From an optimization exercise on the open Yosys and OpenROAD flow, aimed at small area; shortcuts taken in it are not production practice.
The RTL was checked by simulation tests, not by an equivalence proof against the original design.
No activity file was given, so power comes from the tool's default toggle rates.

## pipe_reg_file
module pipe_reg_file
#(
    parameter int DATA_W   = pipe_reg_file_pkg::DEF_DATA_W,
    parameter int NUM_REGS = pipe_reg_file_pkg::DEF_NUM_REGS,
    parameter int NUM_RD   = pipe_reg_file_pkg::DEF_NUM_RD,
    localparam int ADDR_W  = $clog2(NUM_REGS)
) (
    input  logic                           clk,
    input  logic                           rst_n,
    input  logic [NUM_RD-1:0][ADDR_W-1:0]  rd_addr,
    output logic [NUM_RD-1:0][DATA_W-1:0]  rd_data,
    output logic [NUM_RD-1:0]              rd_pending,
    input  logic                           wr_en,
    input  logic [ADDR_W-1:0]              wr_addr,
    input  logic [DATA_W-1:0]              wr_data,
    input  logic                           alloc_en,
    input  logic [ADDR_W-1:0]              alloc_addr,
    input  logic                           flush,
    output logic                           any_pending
);
Size in the first run: roughly 120 I/O pins, ~0.041 mm2 of cells after synthesis.
export LEC_CHECK = 0
export CAP_MARGIN = 20
export CELL_PAD_IN_SITES_DETAIL_PLACEMENT = 1
export CORE_MARGIN = 2
export CORE_UTILIZATION = 50
export SETUP_SLACK_MARGIN = 0.2
export SLEW_MARGIN = 20
export SYNTH_HIERARCHICAL = 1
create_clock -name core_clock -period 7.0 [get_ports {clk}]
standard.sh (not shown) runs the stock make flow with config.mk's settings and CLKGATE_MAP_FILE= SYNTH_SCRIPT=/design/flow/synth_recipe.tcl, a recipe that flattens the netlist after the stock synthesis.
==> flow/flow/run.sh <==
#!/bin/bash
# Standard layout, with these changes to how it is built:
#  - after the standard synthesis, the register hold gates (a2bb2oi), which
#    ABC upsizes to drive strength 2 in isolation, go back to drive strength 1
#    (same function and pins); the resizer still repairs slew and timing later;
#  - from placement on, the repair steps may not use buffers larger than
#    buf_2 (the platform's don't-use list is kept and extended);
#  - port buffers are the smallest buffer (buf_1) instead of the tool's pick;
#  - clock tree synthesis inserts no dummy loads, and clusters up to 16 flops
#    within 60 um on each clkbuf_8 leaf buffer.
# Tool output goes to synth.log, standard.log and ORFS's logs under orfs/logs.
set -euo pipefail
RES="$PWD/orfs/results/$FLOW_PLATFORM/pipe_reg_file/base"
bash standard.sh "$RES/1_2_yosys.v" > synth.log 2>&1
sed -i 's/\bsky130_fd_sc_hd__a2bb2oi_2 /sky130_fd_sc_hd__a2bb2oi_1 /' "$RES/1_2_yosys.v"
grep -c "sky130_fd_sc_hd__a2bb2oi_1 " "$RES/1_2_yosys.v" > downsize.log || true
CTS="-sink_clustering_enable -repair_clock_nets -dont_use_dummy_load"
CTS="$CTS -buf_list {sky130_fd_sc_hd__clkbuf_8}"
CTS="$CTS -sink_clustering_size 16 -sink_clustering_max_diameter 60"
DONT_USE="sky130_fd_sc_hd__probe_p_8 sky130_fd_sc_hd__probec_p_8 sky130_fd_sc_hd__lpflow_bleeder_1 sky130_fd_sc_hd__lpflow_clkbufkapwr_1 sky130_fd_sc_hd__lpflow_clkbufkapwr_16 sky130_fd_sc_hd__lpflow_clkbufkapwr_2 sky130_fd_sc_hd__lpflow_clkbufkapwr_4 sky130_fd_sc_hd__lpflow_clkbufkapwr_8 sky130_fd_sc_hd__lpflow_clkinvkapwr_1 sky130_fd_sc_hd__lpflow_clkinvkapwr_16 sky130_fd_sc_hd__lpflow_clkinvkapwr_2 sky130_fd_sc_hd__lpflow_clkinvkapwr_4 sky130_fd_sc_hd__lpflow_clkinvkapwr_8 sky130_fd_sc_hd__lpflow_decapkapwr_12 sky130_fd_sc_hd__lpflow_decapkapwr_3 sky130_fd_sc_hd__lpflow_decapkapwr_4 sky130_fd_sc_hd__lpflow_decapkapwr_6 sky130_fd_sc_hd__lpflow_decapkapwr_8 sky130_fd_sc_hd__lpflow_inputiso0n_1 sky130_fd_sc_hd__lpflow_inputiso0p_1 sky130_fd_sc_hd__lpflow_inputiso1n_1 sky130_fd_sc_hd__lpflow_inputiso1p_1 sky130_fd_sc_hd__lpflow_inputisolatch_1 sky130_fd_sc_hd__lpflow_isobufsrc_1 sky130_fd_sc_hd__lpflow_isobufsrc_16 sky130_fd_sc_hd__lpflow_isobufsrc_2 sky130_fd_sc_hd__lpflow_isobufsrc_4 sky130_fd_sc_hd__lpflow_isobufsrc_8 sky130_fd_sc_hd__lpflow_isobufsrckapwr_16 sky130_fd_sc_hd__lpflow_lsbuf_lh_hl_isowell_tap_1 sky130_fd_sc_hd__lpflow_lsbuf_lh_hl_isowell_tap_2 sky130_fd_sc_hd__lpflow_lsbuf_lh_hl_isowell_tap_4 sky130_fd_sc_hd__lpflow_lsbuf_lh_isowell_4 sky130_fd_sc_hd__lpflow_lsbuf_lh_isowell_tap_1 sky130_fd_sc_hd__lpflow_lsbuf_lh_isowell_tap_2 sky130_fd_sc_hd__lpflow_lsbuf_lh_isowell_tap_4"
DONT_USE="$DONT_USE sky130_fd_sc_hd__buf_4 sky130_fd_sc_hd__buf_6 sky130_fd_sc_hd__buf_8 sky130_fd_sc_hd__buf_12 sky130_fd_sc_hd__buf_16 sky130_fd_sc_hd__bufbuf_8 sky130_fd_sc_hd__bufbuf_16"
bash standard.sh \
  "DONT_USE_CELLS=$DONT_USE" \
  "BUFFER_PORTS_ARGS=-buffer_cell sky130_fd_sc_hd__buf_1" \
  "CTS_ARGS=$CTS" \
  finish > standard.log 2>&1
The first run produced a clean layout.
Then changed:
==> flow/flow/run.sh (replaced) <==
#!/bin/bash
# Standard layout, with these changes to how it is built:
#  - after the standard synthesis, the register hold gates (a2bb2oi), which
#    ABC upsizes to drive strength 2 in isolation, go back to drive strength 1
#    (same function and pins); the resizer still repairs slew and timing later;
#  - port buffers are the smallest buffer (buf_1) instead of the tool's pick;
#  - clock tree synthesis inserts no dummy loads, and clusters up to 16 flops
#    within 60 um on each clkbuf_8 leaf buffer.
# Tool output goes to synth.log, standard.log and ORFS's logs under orfs/logs.
set -euo pipefail
RES="$PWD/orfs/results/$FLOW_PLATFORM/pipe_reg_file/base"
bash standard.sh "$RES/1_2_yosys.v" > synth.log 2>&1
sed -i 's/\bsky130_fd_sc_hd__a2bb2oi_2 /sky130_fd_sc_hd__a2bb2oi_1 /' "$RES/1_2_yosys.v"
grep -c "sky130_fd_sc_hd__a2bb2oi_1 " "$RES/1_2_yosys.v" > downsize.log || true
CTS="-sink_clustering_enable -repair_clock_nets -dont_use_dummy_load"
CTS="$CTS -buf_list {sky130_fd_sc_hd__clkbuf_8}"
CTS="$CTS -sink_clustering_size 16 -sink_clustering_max_diameter 60"
bash standard.sh \
  "BUFFER_PORTS_ARGS=-buffer_cell sky130_fd_sc_hd__buf_1" \
  "CTS_ARGS=$CTS" \
  finish > standard.log 2>&1
- CELL_PAD_IN_SITES_DETAIL_PLACEMENT: 1 -> unset
- CORE_UTILIZATION: 50 -> 60
Outcome: Register-to-register slack loses 0.09 ns. Power decreases by 2.5%. Via count increases by 0.58%. Area after synthesis stays the same. Utilization increases by 11 points. Cell count decreases by 5.9%. Wire length decreases by 5.0%. Sequential share of layout area increases by 0.33 points. Critical path depth decreases by 1. Clock power decreases by 8.5%. Die area decreases by 16%.

-- separate check: timing with driven ports --
The flow's constraints put no driver on any port. The routed layouts listed below were extracted and timed again, unchanged, in two steps. Step 1: set_driving_cell puts a clkbuf_16 on clk and a buf_2 on each other input, an assumption about the parent block. Step 2 adds t to the input delays and takes it off the output delays; t is the mean of the earliest and latest rising clock arrival at the registers after step 1. Input paths then give back, and output paths get back, about the clock's delay inside the block. Slacks: ideal / step 1 / step 2; pairs: ideal / step 1.
run	t, ns	setup slack, ns	worst setup path after step 2	worst register clock-pin slew, ns	worst data-port slew with drivers (ns)
the first run	0.783	0.175 / 0.146 / 0.146	input to output	0.11 / 0.11	0.05
the second run	0.772	0.250 / 0.229 / 0.229	input to output	0.11 / 0.11	0.08
After both steps every run listed still meets setup and hold. The setup slack of the first run, which loses most, moves by -0.029 ns with the drivers and by -0.029 ns with both steps.
